Source: an optimization exercise on an open RTL-to-GDS flow (aim: small area, a short achievable clock period and few clock cycles per item). Production flows keep margins and buffers that such runs may drop. The RTL was checked by simulation tests, not by an equivalence proof against the original design. Power is estimated from default activity; no workload was simulated.

## flow/design.v (module list and top-level ports; edited modules follow where they fit)
// module fc_param_store: 83 lines
// module fc_input_buffer: 50 lines
// module fc_feat_copy: 12 lines
// module fc_mac_engine: 7024 lines
// module fc_flags: 12 lines
// module fc_fa: 10 lines
// module fc_ha: 9 lines
// module fc_top: 64 lines
module fc_top (
   input  logic        clk,
   input  logic        rst_n,
   input  logic        beat_valid,
   input  logic [35:0] beat_lane,
   output logic        in_ready,
   input  logic        wb_cyc,
   input  logic        wb_stb,
   input  logic        wb_we,
   input  logic [8:0]  wb_adr,
   input  logic [7:0]  wb_dat_w,
   output logic        wb_ack,
   output logic [7:0]  wb_dat_r,
   output logic        res_valid,
   output logic [3:0]  res_index,
   output logic [11:0] res_value
);
  // ...
==> flow/run.sh <==
#!/bin/bash
# synth_recipe.tcl (not shown) runs the flow's synth.tcl, then flattens the netlist and writes it again
# the make line also repeats each setting of config.mk as NAME=value (left out here)
make -C /OpenROAD-flow-scripts/flow DESIGN_CONFIG=/design/flow/config.mk WORK_HOME=/design/flow/orfs CLKGATE_MAP_FILE= SYNTH_SCRIPT=/design/flow/synth_recipe.tcl finish
==> flow/config.mk <==
export PLATFORM = sky130hd
export DESIGN_NAME = fc_top
export DESIGN_NICKNAME = fc_top
export VERILOG_FILES = /design/flow/design.v
export SDC_FILE = /design/flow/constraint.sdc
export NUM_CORES = 8
export LEC_CHECK = 0
export ABC_CLOCK_PERIOD_IN_PS = 3000
export CAP_MARGIN = 20
export CORE_MARGIN = 2
export CORE_UTILIZATION = 55
export CTS_CLUSTER_DIAMETER = 100
export CTS_CLUSTER_SIZE = 24
export PLACE_DENSITY = 0.65
export SLEW_MARGIN = 20
export SYNTH_HIERARCHICAL = 1
export SYNTH_MINIMUM_KEEP_SIZE = 0
==> flow/constraint.sdc <==
create_clock -name core_clock -period 18.0 [get_ports {clk}]
set_input_delay 3.6000 -clock core_clock [delete_from_list [all_inputs] [get_ports {clk}]]
set_output_delay 3.6000 -clock core_clock [all_outputs]
set_load 0.01 [all_outputs]
==> reports/metrics.csv, run 1 <==
stage;metric;value;unit
floorplanning;start_util;0.554;
finish;largest-register;u_param_store.ring;
finish;antenna_cells;54;
timing;hold_viol_final;0;
finish;area_share_nonclk_buffers;0.0107;
critical_path;cp_slowest_cell;dfxtp_4;
finish;final_area;201000;µm²
global_routing;antenna_found_initial;83;
finish;num-nonclk-buffers;257;
cts;cts_resized;0;
power_and_ir_drop;p_comb;139;µW
finish;inverters;612;
timing;rsz0062_at_grt;no;
synthesis;avgSynthCellArea;13.1;µm²
critical_path;path_cells;clkdlybuf4s50_1;
hold_path;hp-class;reg2reg;
power_and_ir_drop;powerClk;5.84;mW
critical_path;cpLargestDelayFamily;flip-flops;
synthesis;synth_compound_area_frac;0.0281;
timing;maxSlewHeadroom;0.143;
critical_path;worst-endpoint-arrival;2.86;ns
cts;cts_hold_buf;0;
cts;postCtsSetupBuffers;0;
synthesis;ys_seq_area_frac;0.517;
synthesis;synth_top_family_by_area;adder cells;
power_and_ir_drop;powerSeq;10.8;mW
global_routing;grtUsageTotal;0.315;
cts;clk_latency;1.03;ns
outcome;status;finished clean;
placed_design;routabilityCongestion;0.992;
placed_design;place_area;194000;µm²
detailed_routing;top_layer;met5;
floorplanning;tapCellCount;4557;
Testbench counts, summed over its fixed seeds: cycles 6,403, frames 384.
==> module fc_input_buffer, before the edit <==
module fc_input_buffer (
   input  logic        clk,
   input  logic        rst_n,
   input  logic        beat_valid,
   input  logic [35:0] beat_lane,
   output logic        in_ready,
   output logic [3:0]  phase,
   output logic [179:0] feat_q,
   output logic        feat_valid,
   output logic        feat_first,
   output logic        feat_last
);
   logic [3:0] ph;
   logic [3:0] beat_cnt;
   logic       rdy_q;
   logic       accept;
   assign phase    = ph;
   assign in_ready = rdy_q;
   assign accept   = rst_n && beat_valid && rdy_q;
   always_ff @(posedge clk) begin
      ph <= ph + 4'd1;
   end
   always_ff @(posedge clk) begin
      if (!rst_n) begin
         beat_cnt   <= '0;
         rdy_q      <= (ph == 4'd15);
         feat_valid <= 1'b0;
      end else begin
         feat_valid <= accept;
         if (accept) begin
            beat_cnt <= beat_cnt + 4'd1;
         end
         rdy_q <= accept || (beat_cnt == ph + 4'd1);
      end
   end
   for (genvar k = 0; k < 5; k++) begin : g_copy
      fc_feat_copy u_copy (
         .clk        (clk),
         .rst_n      (rst_n),
         .beat_valid (beat_valid),
         .ready      (rdy_q),
         .lanes      (beat_lane),
         .q          (feat_q[36*k +: 36])
      );
   end
   always_ff @(posedge clk) begin
      feat_first <= (beat_cnt == 4'd0);
      feat_last  <= (beat_cnt == 4'd15);
   end
endmodule
==> inputs of run 2 (changes only) <==
--- a/flow/design.v
+++ b/flow/design.v
@@ -102,3 +102,2 @@
    assign phase    = ph;
-   assign in_ready = rdy_q;
    assign accept   = rst_n && beat_valid && rdy_q;
@@ -120,2 +119,10 @@
    end
+   fc_ready_copy u_ready_out (
+      .clk      (clk),
+      .rst_n    (rst_n),
+      .accept   (accept),
+      .beat_cnt (beat_cnt),
+      .ph       (ph),
+      .ready_q  (in_ready)
+   );
    for (genvar k = 0; k < 5; k++) begin : g_copy
@@ -146,2 +153,18 @@
    end
+endmodule
+module fc_ready_copy (
+   input  logic       clk,
+   input  logic       rst_n,
+   input  logic       accept,
+   input  logic [3:0] beat_cnt,
+   input  logic [3:0] ph,
+   output logic       ready_q
+);
+   always_ff @(posedge clk) begin
+      if (!rst_n) begin
+         ready_q <= (ph == 4'd15);
+      end else begin
+         ready_q <= accept || (beat_cnt == ph + 4'd1);
+      end
+   end
 endmodule
==> flow/flow/run.sh (new file) <==
#!/bin/bash
# Layout flow: the standard ORFS flow (standard.sh, which also runs the
# standard synthesis), with two changes to how the layout is made:
#  - the ports are buffered with buf_4 cells rather than the delay buffer
#    that buffer_ports picks by default (every port still gets a buffer);
#  - repair_timing is asked to keep a setup margin, so that it sizes and
#    buffers the paths it would otherwise leave alone at the 18 ns clock.
# The clock, its period and the SDC are the standard flow's, unchanged.
set -euo pipefail
bash standard.sh \
   "SETUP_SLACK_MARGIN=${FC_SETUP_MARGIN:-12.9}" \
   "BUFFER_PORTS_ARGS=-buffer_cell sky130_fd_sc_hd__buf_4" \
   finish > flow_standard.log 2>&1
==> flow/standard.sh (new file) <==
#!/bin/bash
# synth_recipe.tcl (not shown) runs the flow's synth.tcl, then flattens the netlist and writes it again
# the make line also repeats each setting of config.mk as NAME=value (left out here)
make -C /OpenROAD-flow-scripts/flow DESIGN_CONFIG=/design/flow/config.mk WORK_HOME=/design/flow/orfs CLKGATE_MAP_FILE= SYNTH_SCRIPT=/design/flow/synth_recipe.tcl "${@:-finish}"
removed: flow/run.sh
==> run 2 against run 1 <==
Worst hold slack worse by 0.024 ns. Critical path depth unchanged. Sequential cell count up 1. Cell area about the same. Register-to-register slack better by 0.14 ns. Via count about the same. Core utilization down 0.26 points. Non-clock buffer count down 55. Largest power group unchanged. Sequential power about the same. First-iteration DRC count down 1.5%. Largest cell class unchanged. Global-route usage down 0.32 points. Synthesized cell count up 0.10%. Critical path type unchanged.
==> reports/metrics.csv, run 2 <==
stage;metric;value;unit;change
outcome;status;finished clean;;
placed_design;place_ws;12.12;ns;
timing;fin_crit;5.16;ns;
timing;period_share;0.287;;
critical_path;cpPeakStageDelay;0.43;ns;
detailed_routing;top_layer;met5;;
cts;cts_root_buffer;clkbuf_16;;
detailed_routing;routedWlPerCell;28.7;µm;
finish;reg_top3;u_param_store.ring x3840, u_mac_engine.nacc x190, u_mac_engine.pa_q x190;;
critical_path;required;14.40;ns;
synthesis;synth.top_cells.by_count;4768 x dfxtp_1, 2600 x fa_1, 2461 x nand2_1;;
finish;layoutNonFillerInstCount;18899;;
placed_design;placedCellCount;18424;;
synthesis;synth_cell_type_count;101;;
detailed_routing;wl_met2;236;mm;
cts;cts_hold_buf;0;;unchanged
synthesis;ys_seq_area_frac;0.516;;about the same
placed_design;routabilityCongestion;0.959;;-3.3%
synthesis;avgSynthCellArea;13.1;µm²;about the same
detailed_routing;firstDrtPassIters;6;;
critical_path;start_kind;register;;
placed_design;place_area;193000;µm²;-0.29%
hold_path;hp-class;reg2reg;;
timing;finalSetupViolCount;0;;
timing;rsz0062_at_grt;yes;;
timing;skew;0.103;ns;
detailed_routing;dr_wl_met3;58.8;mm;
critical_path;critPathKind;reg2out;;
finish;fillers;27365;;
critical_path;worst-path-buf-inv;1;;
timing;maxSlewViolCount;0;;
critical_path;rr_startpoint;u_param_store.adr_q[5];;
floorplanning;placement_rows;216;;
finish;final_cell_mix;4722 x dfxtp_1, 2600 x fa_1, 2461 x nand2_1;;
floorplanning;die_w;592;µm;
critical_path;path_cells;buf_6;;
power_and_ir_drop;ir_drop;91.7;µV;
job;drv_cap;0;;
synthesis;synthesis.area;190000;µm²;
critical_path;worst-endpoint-arrival;1.56;ns;-1.30 ns
finish;finalNetCount;17059;;
floorplanning;pin_count;86;;
synthesis;synth_top_cell_by_area;dfxtp_1;;
synthesis;yosys_warnings;27;;
cts;cts_tree;yes;;
cts;cts_buffers;239;;
cts;clkSlewWorstSetupHoldPaths;0.10;ns;
critical_path;cp-startpoint;u_param_store.rd_q[7];;
timing;hold_ws;0.259;ns;
finish;area_growth;5.48;%;
timing;hold_viol_final;0;;unchanged
global_routing;grt_pass1_vias;112489;;
power_and_ir_drop;power_leakage;69.8;nW;
detailed_routing;drtIter0Drc;10808;;
cts;clk_latency;1.03;ns;about the same
detailed_routing;postRouteWirelength;542;mm;
critical_path;crit_fanout;1;;
synthesis;synth_most_common_cell;dfxtp_1;;
detailed_routing;remaining_drc_errors;0;;
finish;final_common_cell;dfxtp_1;;
placed_design;portBuffers;85;;
synthesis;async_flop_share;0;;
cts;cts.sinks;4864;;
synthesis;ys_ff_latch;4864;;
timing;tns;0;ns;
floorplanning;start_util;0.551;;-0.00223
detailed_routing;antenna_left;0;;
global_routing;antenna_found_initial;125;;+51%
critical_path;cp_slowest_cell;dfxtp_4;;
finish;regArea;98400;µm²;
placed_design;post-dp-hpwl;392;mm;
detailed_routing;wl_met1;216;mm;
timing;max_freq;194;MHz;
critical_path;cpLargestDelayFamily;flip-flops;;
cts;clk_path_buf_depth;4;;
synthesis;synthCells;14511;;
synthesis;synthTopCellsByArea;dfxtp_1 50%, fa_1 27%, nand2_1 4.9%, ha_1 2.0%, and2_1 1.8%;;
timing;maxSlewHeadroom;0.121;;-0.0214
finish;largest-register;u_param_store.ring;;
floorplanning;coreArea;345000;µm²;
global_routing;grtUsageTotal;0.312;;-0.00323
floorplanning;die_area;351000;µm²;
synthesis;synth_top_area_share;0.501;;
global_routing;grt-ovfl-total;0;;
finish;drive_gt1_frac;0.0633;;
global_routing;grt_pass1_wl;779;mm;
critical_path;end_kind;output pin;;
detailed_routing;viasPerCell;5.62;;
cts;h-tree-depth;4;;
power_and_ir_drop;powerDensity;84.2;nW/µm²;
finish;final_area;201000;µm²;about the same
timing;tightest_slew;1.32;ns;
synthesis;synth_flop_cell;dfxtp_1;;
floorplanning;die_y;592;µm;
global_routing;grt_max_degree;114;;
synthesis;synth_edf_count;96;;
timing;fin_ws;12.84;ns;
finish;multi_input_comb_area;85600;µm²;
finish;largest_reg_flops;3840;;
detailed_routing;num_vias;106225;;
hold_path;worstHoldStart;u_param_store.ring[5][64];;
run 2: cell count changes after synthesis, moves of 9 or more:
| cell | previous run | this run |
|---|---|---|
| nand3_1 | 52 | 69 |
| a21oi_1 | 234 | 220 |
| o31ai_1 | 4 | 15 |
| o21bai_1 | 9 | 19 |
| xor2_1 | 58 | 68 |
| clkbuf_1 | 530 | 539 |
| inv_1 | 610 | 601 |
run 2: final timing paths:
check	endpoint	slack, ns	cells after the start
max	wb_dat_r[7]	12.84	1
min	u_param_store.ring[5][56]	0.26	0
max reg2reg	u_param_store.ring[13][123]	12.91	8
min reg2reg	u_param_store.ring[5][56]	0.26	0
run 2: cell type report:
class                   count  area share
multi-input cells        8186       0.426
clock buffers             263      0.0306
diodes                    162     0.00202
flip-flops and latches   4864       0.490
repair buffers            202     0.00796
inverters                 601      0.0112
well taps                4578      0.0285
clock inverters            43     0.00371
run 2: kinds of logic (layout without fill, tap and decap cells):
group | after synthesis | count (layout) | synth area share
muxes | 371 | 371 | 0.0224
other | 1 | 178 | 0.0000197
AOI/OAI and AO/OA | 836 | 836 | 0.0280
and+or+nand+nor | 3775 | 3775 | 0.0920
xor gates and xnor gates | 282 | 282 | 0.0130
adders and majority gates | 2906 | 2906 | 0.293
buffers and inverters | 1476 | 1109 | 0.0347
DFF | 4864 | 4864 | 0.516
run 2: per-module statistics from Yosys, one instance, submodules excluded, excerpt:
module / cell area (µm²) / flip-flops and latches / copies in the design
fc_ready_copy: 118 / 1 / 1
fc_mac_engine: 42700 / 686 / 1
fc_input_buffer: 490 / 12 / 1
fc_flags: 40.0 / 2 / 10
fc_param_store: 88700 / 3965 / 1
fc_feat_copy: 1090 / 36 / 5
fc_ha: 12.5 / 0 / 40
fc_fa: 20.0 / 0 / 2600
run 2: metrics by stage:
| stage | power, mW | util |
|---|---|---|
| 2_1_floorplan | 11.1 | - |
| 3_3_place_gp | 11.2 | 0.560 |
| 3_5_place_dp | 11.2 | 0.560 |
| 4_1_cts | 17.0 | 0.580 |
| 5_1_grt | 17.4 | 0.581 |
| 6_report | 16.9 | 0.582 |
run 2: per-layer routing:
| layer | global-route usage | vias up |
|---|---|---|
| met3 | 0.0977 | 1390 |
| met2 | 0.461 | 5975 |
| met5 | 0.00352 | - |
| met1 | 0.413 | 54390 |
| met4 | 0.165 | 42 |
| li1 | - | 44428 |
run 2: where the power goes:
| group | switching (mW) | internal [mW] |
|---|---|---|
| Combinational | 0.141 | 0.0285 |
| Clock | 3.39 | 2.53 |
| Sequential | 0.0219 | 10.8 |
run 2: timing repair:
| item | CTS | global route |
|---|---|---|
| buffers inserted | 5 | 2 |
| resized for setup | 49 | 4 |
| gates cloned | 0 | 0 |
| setup endpoints to repair | 22 | 15 |
| hold endpoints to repair | 0 | 0 |
Testbench counts of run 2, summed over its fixed seeds: cycles 6,403, frames 384.
==> module fc_param_store, before the edit <==
module fc_param_store (
   input  logic         clk,
   input  logic         rst_n,
   input  logic         wb_cyc,
   input  logic         wb_stb,
   input  logic         wb_we,
   input  logic [8:0]   wb_adr,
   input  logic [7:0]   wb_dat_w,
   output logic         wb_ack,
   output logic [7:0]   wb_dat_r,
   input  logic [3:0]   phase,
   output logic [239:0] beat_weights,
   output logic [79:0]  biases
);
   localparam int rings = 30;
   localparam logic [1:0] st_idle = 2'd0;
   localparam logic [1:0] st_wait = 2'd1;
   localparam logic [1:0] st_ack  = 2'd2;
   logic [127:0] ring [rings];
   logic [7:0]   bias_mem [10];
   logic [1:0]   st;
   logic [8:0]   adr_q;
   logic         we_q;
   logic [7:0]   dat_q;
   logic [7:0]   rd_q;
   logic         hit;
   logic         ack_q;
   logic [4:0]   row;
   logic [3:0]   col;
   logic [7:0]   rd_dat;
   assign row = adr_q[8:4];
   assign col = adr_q[3:0];
   assign hit = (st == st_wait) && (phase == col || row >= 5'd30);
   always_ff @(posedge clk) begin
      if (!rst_n) begin
         st    <= st_idle;
         ack_q <= 1'b0;
      end else begin
         ack_q <= hit;
         case (st)
            st_idle: if (wb_cyc && wb_stb) st <= st_wait;
            st_wait: if (hit) st <= st_ack;
            default: st <= st_idle;
         endcase
      end
   end
   always_ff @(posedge clk) begin
      adr_q <= wb_adr;
      we_q  <= wb_we;
      dat_q <= wb_dat_w;
   end
   for (genvar r = 0; r < rings; r++) begin : g_ring
      always_ff @(posedge clk) begin
         if (hit && we_q && row == 5'(r)) begin
            ring[r] <= {dat_q, ring[r][127:8]};
         end else begin
            ring[r] <= {ring[r][7:0], ring[r][127:8]};
         end
      end
      assign beat_weights[8*r +: 8] = ring[r][127:120];
   end
   always_ff @(posedge clk) begin
      if (hit && we_q && row == 5'd30 && col < 4'd10) begin
         bias_mem[col] <= dat_q;
      end
   end
   for (genvar c = 0; c < 10; c++) begin : g_bias
      assign biases[8*c +: 8] = bias_mem[c];
   end
   always_comb begin
      rd_dat = '0;
      if (row < 5'd30) begin
         rd_dat = ring[row][7:0];
      end else if (row == 5'd30 && col < 4'd10) begin
         rd_dat = bias_mem[col];
      end
   end
   always_ff @(posedge clk) begin
      rd_q <= rd_dat;
   end
   assign wb_ack   = ack_q;
   assign wb_dat_r = rd_q;
endmodule
==> module fc_feat_copy, before the edit <==
module fc_feat_copy (
   input  logic        clk,
   input  logic        rst_n,
   input  logic        beat_valid,
   input  logic        ready,
   input  logic [35:0] lanes,
   output logic [35:0] q
);
   always_ff @(posedge clk) begin
      q <= (rst_n && beat_valid && ready) ? lanes : 36'd0;
   end
endmodule
==> inputs of run 3 (changes only) <==
--- a/flow/design.v
+++ b/flow/design.v
@@ -62,8 +62,8 @@
    end
-   always_ff @(posedge clk) begin
-      if (hit && we_q && row == 5'd30 && col < 4'd10) begin
-         bias_mem[col] <= dat_q;
-      end
-   end
    for (genvar c = 0; c < 10; c++) begin : g_bias
+      always_ff @(posedge clk) begin
+         if (hit && we_q && row == 5'd30 && col == 4'(c)) begin
+            bias_mem[c] <= dat_q;
+         end
+      end
       assign biases[8*c +: 8] = bias_mem[c];
@@ -74,4 +74,8 @@
          rd_dat = ring[row][7:0];
-      end else if (row == 5'd30 && col < 4'd10) begin
-         rd_dat = bias_mem[col];
+      end else if (row == 5'd30) begin
+         for (int c = 0; c < 10; c++) begin
+            if (col == 4'(c)) begin
+               rd_dat = bias_mem[c];
+            end
+         end
       end
@@ -101,2 +105,3 @@
    logic       accept;
+   logic [35:0] taken;
    assign phase    = ph;
@@ -127,10 +132,8 @@
    );
+   assign taken = accept ? beat_lane : 36'd0;
    for (genvar k = 0; k < 5; k++) begin : g_copy
       fc_feat_copy u_copy (
-         .clk        (clk),
-         .rst_n      (rst_n),
-         .beat_valid (beat_valid),
-         .ready      (rdy_q),
-         .lanes      (beat_lane),
-         .q          (feat_q[36*k +: 36])
+         .clk (clk),
+         .d   (taken),
+         .q   (feat_q[36*k +: 36])
       );
@@ -144,6 +147,3 @@
    input  logic        clk,
-   input  logic        rst_n,
-   input  logic        beat_valid,
-   input  logic        ready,
-   input  logic [35:0] lanes,
+   input  logic [35:0] d,
    output logic [35:0] q
@@ -151,3 +151,3 @@
    always_ff @(posedge clk) begin
-      q <= (rst_n && beat_valid && ready) ? lanes : 36'd0;
+      q <= d;
    end
--- a/flow/config.mk
+++ b/flow/config.mk
@@ -10,6 +10,6 @@
 export CORE_MARGIN = 2
-export CORE_UTILIZATION = 55
+export CORE_UTILIZATION = 65
 export CTS_CLUSTER_DIAMETER = 100
 export CTS_CLUSTER_SIZE = 24
-export PLACE_DENSITY = 0.65
+export PLACE_DENSITY = 0.74
 export SLEW_MARGIN = 20
==> run 3 against run 2 <==
Routed wire length increased by 3.3%. Maximum frequency increased by 2.1%. Clock-buffer cell count decreased by 5. Area after synthesis decreased by 1.2%. Critical endpoint is now res_valid. Clock power about the same. Via count increased by 0.10%.
==> reports/metrics.csv, run 3 <==
stage;metric;value;unit;change
detailed_routing;wl_met2;250;mm;+6.1%
synthesis;synthCells;14320;;-1.3%
synthesis;synth_xor_area_frac;0.0133;;+0.000251
synthesis;synthMuxAreaShare;0.0211;;-0.00130
detailed_routing;top_layer;met5;;
timing;tns;0;ns;unchanged
finish;multi_input_comb_area;84000;µm²;-1.8%
detailed_routing;postRouteWirelength;560;mm;+3.3%
cts;cts_root_buffer;clkbuf_16;;
timing;hold_viol_final;0;;unchanged
detailed_routing;remaining_drc_errors;0;;unchanged
timing;fin_ws;12.95;ns;+0.105 ns
detailed_routing;wl_met1;206;mm;-4.4%
timing;period_share;0.281;;-0.00582
global_routing;grt-ovfl-total;0;;unchanged
power_and_ir_drop;ir_drop;112;µV;+23%
critical_path;r2r_slack;12.99;ns;+0.08 ns
cts;clkSlewWorstSetupHoldPaths;0.10;ns;about the same
detailed_routing;firstDrtPassIters;7;;+1
synthesis;synthAdderAreaFrac;0.297;;+0.00356
placed_design;portBuffers;85;;unchanged
floorplanning;die_area;294000;µm²;-16%
synthesis;yosys_warnings;28;;+3.7%
floorplanning;placement_rows;197;;-8.8%
critical_path;end_kind;output pin;;
global_routing;grt_max_degree;44;;-61%
outcome;status;finished clean;;
critical_path;worst-path-buf-inv;1;;unchanged
timing;rsz0062_at_grt;yes;;
detailed_routing;antenna_left;0;;unchanged
critical_path;cpPeakStageDelay;0.40;ns;-0.03 ns
timing;finalSetupViolCount;0;;unchanged
timing;max_freq;198;MHz;+2.1%
floorplanning;die_y;542;µm;-8.5%
placed_design;routabilityCongestion;1.02;;+6.3%
cts;clk_latency;1.03;ns;about the same
global_routing;antenna_found_initial;91;;-27%
floorplanning;coreArea;288000;µm²;-17%
finish;largest-register;u_param_store.ring;;
floorplanning;die_w;542;µm;-8.5%
detailed_routing;num_vias;106332;;+0.10%
finish;layoutNonFillerInstCount;17920;;-5.2%
finish;reg_top3;u_param_store.ring x3840, u_mac_engine.nacc x190, u_mac_engine.pa_q x190;;
critical_path;cpLargestDelayFamily;flip-flops;;
global_routing;grt_pass1_vias;116110;;+3.2%
cts;cts.sinks;4848;;-0.33%
timing;maxSlewHeadroom;0.0827;;-0.0386
synthesis;synth_cell_type_count;90;;-11%
synthesis;synth_flop_cell;dfxtp_1;;
hold_path;min_to;u_param_store.ring[23][89];;
synthesis;async_flop_share;0;;unchanged
critical_path;cp_slowest_cell;dfxtp_4;;
finish;area_growth;5.29;%;
finish;finalNetCount;16995;;-0.38%
critical_path;worst-endpoint-arrival;1.45;ns;-0.11 ns
power_and_ir_drop;power_leakage;69.5;nW;-0.33%
critical_path;reg2reg_depth;10;;+2
timing;fin_crit;5.05;ns;-0.105 ns
synthesis;synth.top_cells.by_count;4768 x dfxtp_1, 2600 x fa_1, 2475 x nand2_1;;
critical_path;start_kind;register;;
cts;cts_buffers;237;;-0.84%
job;drv_cap;0;;unchanged
finish;fillers;19755;;-28%
timing;tightest_slew;1.34;ns;+0.0197 ns
cts;postCtsSetupBuffers;0;;-5
global_routing;grt_pass1_wl;801;mm;+2.8%
cts;cts_hold_buf;0;;unchanged
cts;cts_tree;yes;;
finish;final_common_cell;dfxtp_1;;
finish;regArea;97900;µm²;-0.53%
critical_path;critPathKind;reg2out;;
hold_path;hp-class;reg2reg;;
synthesis;synth_compound_area_frac;0.0291;;+0.00104
critical_path;rr_startpoint;u_param_store.ring[25][121];;
global_routing;grtUsageTotal;0.387;;+0.0749
synthesis;ys_seq_area_frac;0.520;;+0.00371
detailed_routing;drtIter0Drc;12045;;+11%
synthesis;synthTopCellsByArea;dfxtp_1 51%, fa_1 28%, nand2_1 4.9%, ha_1 2.0%, and2_1 2.0%;;
synthesis;synth_top_family_by_area;adder cells;;
finish;drive_gt1_frac;0.0656;;+0.00236
hold_path;worstHoldStart;u_param_store.ring[23][97];;
critical_path;required;14.40;ns;about the same
synthesis;avgSynthCellArea;13.1;µm²;+0.12%
synthesis;synthSimpleGateAreaFrac;0.0857;;-0.00621
synthesis;synth_edf_count;80;;-17%
power_and_ir_drop;finalPower;16.8;mW;-0.55%
cts;clk_path_buf_depth;4;;unchanged
hold_path;holdPathStages;0;;unchanged
cts;h-tree-depth;4;;unchanged
floorplanning;start_util;0.654;;+0.102
power_and_ir_drop;powerDensity;84.9;nW/µm²;+0.84%
synthesis;synth_most_common_cell;dfxtp_1;;
critical_path;rr_endpoint;u_mac_engine.pa_q[8][13];;
floorplanning;pin_count;86;;unchanged
critical_path;crit_fanout;7;;+6
synthesis;synth_top_area_share;0.507;;+0.00608
timing;maxSlewViolCount;0;;unchanged
detailed_routing;dr_wl_met3;51.0;mm;-13%
placed_design;placedCellCount;17571;;-4.6%
synthesis;ys_ff_latch;4848;;-0.33%
placed_design;place_ws;12.66;ns;+0.539 ns
synthesis;synth_top_cell_by_area;dfxtp_1;;
critical_path;path_cells;buf_4;;
finish;final_cell_mix;4744 x dfxtp_1, 2600 x fa_1, 2475 x nand2_1;;
finish;largest_reg_flops;3840;;unchanged
detailed_routing;viasPerCell;5.93;;+5.6%
detailed_routing;routedWlPerCell;31.3;µm;+8.9%
timing;skew;0.126;ns;+0.0229 ns
placed_design;post-dp-hpwl;408;mm;+4.3%
synthesis;synthesis.area;188000;µm²;-1.2%
[run 3: cell count changes in the layout (fill, tap and decap cells not counted), sizes merged, moves of 11 or more]
cell and delta:
a21oi +12, and2 +32, and3 -19, and4 -180, buf +96, conb -16
diode -114, edfxtp -16, mux4 -13, nor2 +30, nor2b -13, nor3 +16
nor4 +11, o32ai +11
[run 3: kinds of logic (layout without fill, tap and decap cells)]
| kind of cell | Yosys count | count (layout) |
|---|---|---|
| flip-flops | 4848 | 4848 |
| other | 0 | 48 |
| adder cells (fa/ha/maj) | 2906 | 2906 |
| AO/OA/AOI/OAI | 858 | 858 |
| AND/OR/NAND/NOR | 3638 | 3638 |
| buffers and inverters | 1428 | 1199 |
| multiplexers | 358 | 358 |
| XOR/XNOR | 284 | 284 |
[run 3: layout make-up]
class,count,share of cell area
Sequential cell,4848,0.494
Multi-Input combinational cell,8044,0.424
Clock buffer,258,0.0306
Timing Repair Buffer,298,0.0114
Clock inverter,42,0.00359
Inverter,601,0.0114
Antenna cell,48,0.000606
Tap cell,3781,0.0239
[run 3: worst max path at each step]
stage,startpoint,endpoint,slack (ns),depth (start not counted)
2_1_floorplan,beat_valid,u_input_buffer.rdy_q,13.77,5
3_3_place_gp,rst_n,u_input_buffer.g_copy[2].u_copy.q[6],12.67,5
3_5_place_dp,rst_n,u_input_buffer.g_copy[2].u_copy.q[6],12.66,5
4_1_cts,u_mac_engine.res_valid,res_valid,12.88,1
5_1_grt,u_mac_engine.res_valid,res_valid,12.89,1
6_report,u_mac_engine.res_valid,res_valid,12.95,1
[run 3: per-stage QoR]
step | cell area (µm²) | util | hold slack, ns
2_1_floorplan | 188000 | - | 0.310
3_3_place_gp | 191000 | 0.664 | 0.309
3_5_place_dp | 191000 | 0.664 | 0.312
4_1_cts | 198000 | 0.688 | 0.251
5_1_grt | 198000 | 0.688 | 0.259
6_report | 198000 | 0.688 | 0.248
[run 3: timing repair]
item,CTS,global route
cloned,0,0
setup endpoints to repair,4,5
gates resized for setup,4,5
[run 3: Yosys stat by module, one instance, submodules excluded, a selection]
module           flops+latches  area [µm²]
fc_fa                        0        20.0
fc_flags                     2        40.0
fc_ready_copy                1         118
fc_feat_copy                36         721
fc_input_buffer             12         728
fc_ha                        0        12.5
fc_param_store            3949       88300
fc_mac_engine              686       42500
[run 3: routing by layer]
layer	vias to the layer above	GRT usage
met4	32	0.295
met3	1983	0.0857
met1	54562	0.485
met5	-	0
li1	43537	-
met2	6218	0.590
[run 3: report_power, final]
group | internal (mW) | switching, mW
combinational | 0.0295 | 0.0966
sequential | 10.8 | 0.0214
clock | 2.49 | 3.43
total | 13.3 | 3.55
Testbench counts of run 3, summed over its fixed seeds: cycles 6,403, frames 384.
==> inputs of run 4 (changes only) <==
--- a/flow/design.v
+++ b/flow/design.v
@@ -23,3 +23,2 @@
    logic [8:0]   adr_q;
-   logic         we_q;
    logic [7:0]   dat_q;
@@ -31,2 +30,5 @@
    logic [7:0]   rd_dat;
+   logic         wait_next;
+   logic [29:0]  ring_we_q;
+   logic [9:0]   bias_we_q;
    assign row = adr_q[8:4];
@@ -49,8 +51,19 @@
       adr_q <= wb_adr;
-      we_q  <= wb_we;
       dat_q <= wb_dat_w;
    end
+   assign wait_next = rst_n && ((st == st_idle && wb_cyc && wb_stb) ||
+                                (st == st_wait && !hit));
+   always_ff @(posedge clk) begin
+      for (int r = 0; r < rings; r++) begin
+         ring_we_q[r] <= wait_next && wb_we && wb_adr[8:4] == 5'(r) &&
+                         wb_adr[3:0] == phase + 4'd1;
+      end
+      for (int c = 0; c < 10; c++) begin
+         bias_we_q[c] <= wait_next && wb_we && wb_adr[8:4] == 5'd30 &&
+                         wb_adr[3:0] == 4'(c);
+      end
+   end
    for (genvar r = 0; r < rings; r++) begin : g_ring
       always_ff @(posedge clk) begin
-         if (hit && we_q && row == 5'(r)) begin
+         if (ring_we_q[r]) begin
             ring[r] <= {dat_q, ring[r][127:8]};
@@ -64,3 +77,3 @@
       always_ff @(posedge clk) begin
-         if (hit && we_q && row == 5'd30 && col == 4'(c)) begin
+         if (bias_we_q[c]) begin
             bias_mem[c] <= dat_q;
--- a/flow/flow/run.sh
+++ b/flow/flow/run.sh
@@ -10,3 +10,3 @@
 bash standard.sh \
-   "SETUP_SLACK_MARGIN=${FC_SETUP_MARGIN:-12.9}" \
+   "SETUP_SLACK_MARGIN=${FC_SETUP_MARGIN:-13.2}" \
    "BUFFER_PORTS_ARGS=-buffer_cell sky130_fd_sc_hd__buf_4" \
==> run 4 against run 3 <==
Still clean on timing, DRC and antenna. First-iteration DRC count rose by 4.4%. Area after synthesis is 0.52% higher. Routed wire length fell by 2.8%. Via count grew 1.0%. Cell area is 0.61% higher. Core utilization down 0.11 points. Register-to-register slack better by 0.22 ns. Largest power group unchanged.
==> reports/metrics.csv, run 4 <==
stage;metric;value;unit;change
synthesis;async_flop_share;0;;unchanged
critical_path;worst-path-buf-inv;1;;unchanged
critical_path;cp_slowest_cell;dfxtp_2;;
critical_path;path_cells;buf_6;;
synthesis;synth_most_common_cell;dfxtp_1;;
critical_path;end_kind;output pin;;
placed_design;post-dp-hpwl;394;mm;-3.4%
finish;drive_gt1_frac;0.0662;;+0.000533
critical_path;cp-startpoint;u_param_store.rd_q[5];;
floorplanning;coreArea;290000;µm²;+0.77%
finish;final_cell_mix;4737 x dfxtp_1, 2600 x fa_1, 2469 x nand2_1;;
detailed_routing;postRouteWirelength;545;mm;-2.8%
cts;clk_path_buf_depth;4;;unchanged
synthesis;synth_top_area_share;0.509;;+0.00151
floorplanning;die_y;543;µm;+0.26%
detailed_routing;routedWlPerCell;30.0;µm;-4.0%
synthesis;synth_flop_cell;dfxtp_1;;
placed_design;portBuffers;85;;unchanged
placed_design;routabilityCongestion;1.00;;-1.7%
power_and_ir_drop;power_leakage;69.9;nW;+0.51%
critical_path;worst-endpoint-arrival;1.48;ns;+0.03 ns
timing;max_freq;197;MHz;-0.53%
cts;h-tree-depth;4;;unchanged
global_routing;antenna_found_initial;126;;+38%
timing;skew;0.122;ns;-0.00375 ns
global_routing;grt_pass1_wl;780;mm;-2.6%
synthesis;synthTopCellsByArea;dfxtp_1 51%, fa_1 28%, nand2_1 4.9%, ha_1 2.0%, and2_1 2.0%;;
detailed_routing;firstDrtPassIters;9;;+2
floorplanning;placement_rows;198;;+0.51%
cts;cts.sinks;4887;;+0.80%
cts;clkSlewWorstSetupHoldPaths;0.09;ns;about the same
detailed_routing;remaining_drc_errors;0;;unchanged
timing;maxSlewViolCount;0;;unchanged
global_routing;grt_max_degree;63;;+43%
timing;finalSetupViolCount;0;;unchanged
hold_path;min_to;u_param_store.ring[26][75];;
cts;clk_latency;1.03;ns;about the same
detailed_routing;viasPerCell;5.92;;-0.25%
detailed_routing;drtIter0Drc;12576;;+4.4%
cts;cts_buffers;241;;+1.7%
timing;rsz0062_at_grt;yes;;
finish;area_growth;5.38;%;about the same
critical_path;rr_endpoint;u_mac_engine.pb_q[3][11];;
outcome;status;finished clean;;
power_and_ir_drop;ir_drop;117;µV;+3.7%
synthesis;synth_cell_type_count;93;;+3.3%
floorplanning;die_area;295000;µm²;+0.52%
synthesis;synthCells;14433;;+0.79%
critical_path;cpLargestDelayFamily;flip-flops;;
timing;fin_crit;5.08;ns;+0.0268 ns
synthesis;yosys_warnings;28;;unchanged
timing;period_share;0.282;;+0.00149
synthesis;avgSynthCellArea;13.1;µm²;-0.27%
global_routing;grt-ovfl-total;0;;unchanged
power_and_ir_drop;powerDensity;85.1;nW/µm²;+0.25%
finish;largest-register;u_param_store.ring;;
floorplanning;pin_count;86;;unchanged
global_routing;grt_pass1_vias;114693;;-1.2%
critical_path;cpPeakStageDelay;0.36;ns;-0.04 ns
critical_path;rr_startpoint;u_param_store.ring[10][120];;
critical_path;crit_fanout;1;;-6
cts;cts_hold_buf;0;;unchanged
finish;layoutNonFillerInstCount;18148;;+1.3%
synthesis;ys_seq_area_frac;0.522;;+0.00144
timing;tns;0;ns;unchanged
detailed_routing;antenna_left;0;;unchanged
hold_path;hp-class;reg2reg;;
synthesis;synth_top_cell_by_area;dfxtp_1;;
critical_path;critPathKind;reg2out;;
critical_path;required;14.40;ns;about the same
hold_path;holdPathStages;0;;unchanged
finish;finalNetCount;17071;;+0.45%
floorplanning;die_w;543;µm;+0.26%
timing;hold_ws;0.252;ns;+0.00410 ns
hold_path;worstHoldStart;u_param_store.ring[26][83];;
critical_path;start_kind;register;;
cts;cts_tree;yes;;
critical_path;reg2reg_depth;10;;unchanged
finish;largest_reg_flops;3840;;unchanged
floorplanning;start_util;0.652;;-0.00160
critical_path;r2r_slack;13.21;ns;+0.22 ns
job;drv_cap;0;;unchanged
synthesis;ys_ff_latch;4887;;+0.80%
cts;cts_root_buffer;clkbuf_16;;
synthesis;synthesis.area;189000;µm²;+0.52%
timing;maxSlewHeadroom;0.0973;;+0.0146
global_routing;grtUsageTotal;0.374;;-0.0131
finish;final_common_cell;dfxtp_1;;
synthesis;synth.top_cells.by_count;4807 x dfxtp_1, 2600 x fa_1, 2469 x nand2_1;;
finish;reg_top3;u_param_store.ring x3840, u_mac_engine.nacc x190, u_mac_engine.pa_q x190;;
timing;hold_viol_final;0;;unchanged
placed_design;placedCellCount;17756;;+1.1%
detailed_routing;num_vias;107415;;+1.0%
timing;tightest_slew;1.35;ns;+0.0134 ns
synthesis;synth_edf_count;80;;unchanged
run 4: worst max path at each step:
stage | end | cells after the start
2_1_floorplan | u_param_store.ring_we_q[10] | 6
3_3_place_gp | u_input_buffer.g_copy[0].u_copy.q[6] | 5
3_5_place_dp | u_input_buffer.g_copy[3].u_copy.q[17] | 5
4_1_cts | wb_dat_r[5] | 1
5_1_grt | wb_dat_r[5] | 1
6_report | wb_dat_r[5] | 1
run 4: logic make-up after synthesis:
| group | count (synthesis) | share of synthesized area |
|---|---|---|
| fa+ha+maj | 2907 | 0.296 |
| compound gates | 866 | 0.0291 |
| xor+xnor | 276 | 0.0129 |
| mux | 367 | 0.0215 |
| simple gates | 3662 | 0.0850 |
| flops | 4887 | 0.522 |
| buf+inv | 1468 | 0.0344 |
run 4: Yosys stat by module (local to each module, per instance), excerpt:
module / cells inside / area (µm²)
fc_param_store: 5101 / 89000
fc_flags: 2 / 40.0
fc_feat_copy: 36 / 721
fc_input_buffer: 86 / 728
fc_ready_copy: 13 / 118
fc_fa: 1 / 20.0
fc_ha: 1 / 12.5
fc_mac_engine: 6393 / 42700
run 4: report_power, final:
group          internal, mW  switching [mW]
combinational        0.0277          0.0881
sequential             10.8          0.0155
clock                  2.53            3.46
run 4: metal layers:
layer,global-route usage,vias to the layer above,routed length [µm]
met2,0.531,7017,228000
li1,-,43916,-
met4,0.237,54,41200
met1,0.491,54572,205000
met5,0.00552,-,624
met3,0.129,1856,69400
run 4: repair_timing:
action | 4_1_cts | 5_1_grt
buffers inserted | 4 | 1
endpoints found under the setup margin | 28 | 63
hold endpoints to repair | 0 | 0
resized for setup | 53 | 30
run 4: through the flow:
stage | utilization | power [mW] | setup slack (ns) | area (µm²)
floorplan | - | 11.1 | 13.13 | 189000
global placement | 0.661 | 11.2 | 11.99 | 192000
detailed placement | 0.662 | 11.2 | 12.33 | 192000
CTS | 0.686 | 17.0 | 12.88 | 199000
global route | 0.687 | 17.4 | 12.88 | 199000
finish | 0.687 | 17.0 | 12.92 | 199000
run 4: final cells by class:
type / count / area, µm²
sequential: 4887 / 98700
fill: 20059 / 90800
multi-input combinational: 8078 / 84000
clock buffer: 264 / 6150
tap: 3900 / 4880
inverter: 618 / 2320
timing repair buffer: 279 / 2230
clock inverter: 48 / 790
antenna: 74 / 185
Testbench counts of run 4, summed over its fixed seeds: cycles 6,403, frames 384.

==> static timing again, ports no longer ideal <==
Ports are ideal in the flow. The routed layouts listed here were re-timed in OpenROAD.
Step 1, drivers: a clkbuf_16 drives clk and a buf_2 each remaining input, both assumed.
Step 2, shift: input delay + t, output delay - t, t = (earliest + latest rising clock arrival at the registers) / 2. This alone moves slack from input paths to output paths.
a / b / c = ideal ports / drivers / drivers and shift; a / b = the first two.
run	shift t [ns]	setup slack, ns	pins driven straight from the clock port
run 1	1.072	11.536 / 11.430 / 11.866	1
run 2	1.103	12.843 / 12.724 / 12.040	1
run 3	1.072	12.948 / 12.844 / 12.525	1
run 4	1.072	12.921 / 12.816 / 12.181	1
After both steps every run listed still meets setup and hold. The setup slack of run 2, which loses most, moves by -0.119 ns with the drivers and by -0.803 ns with both steps.
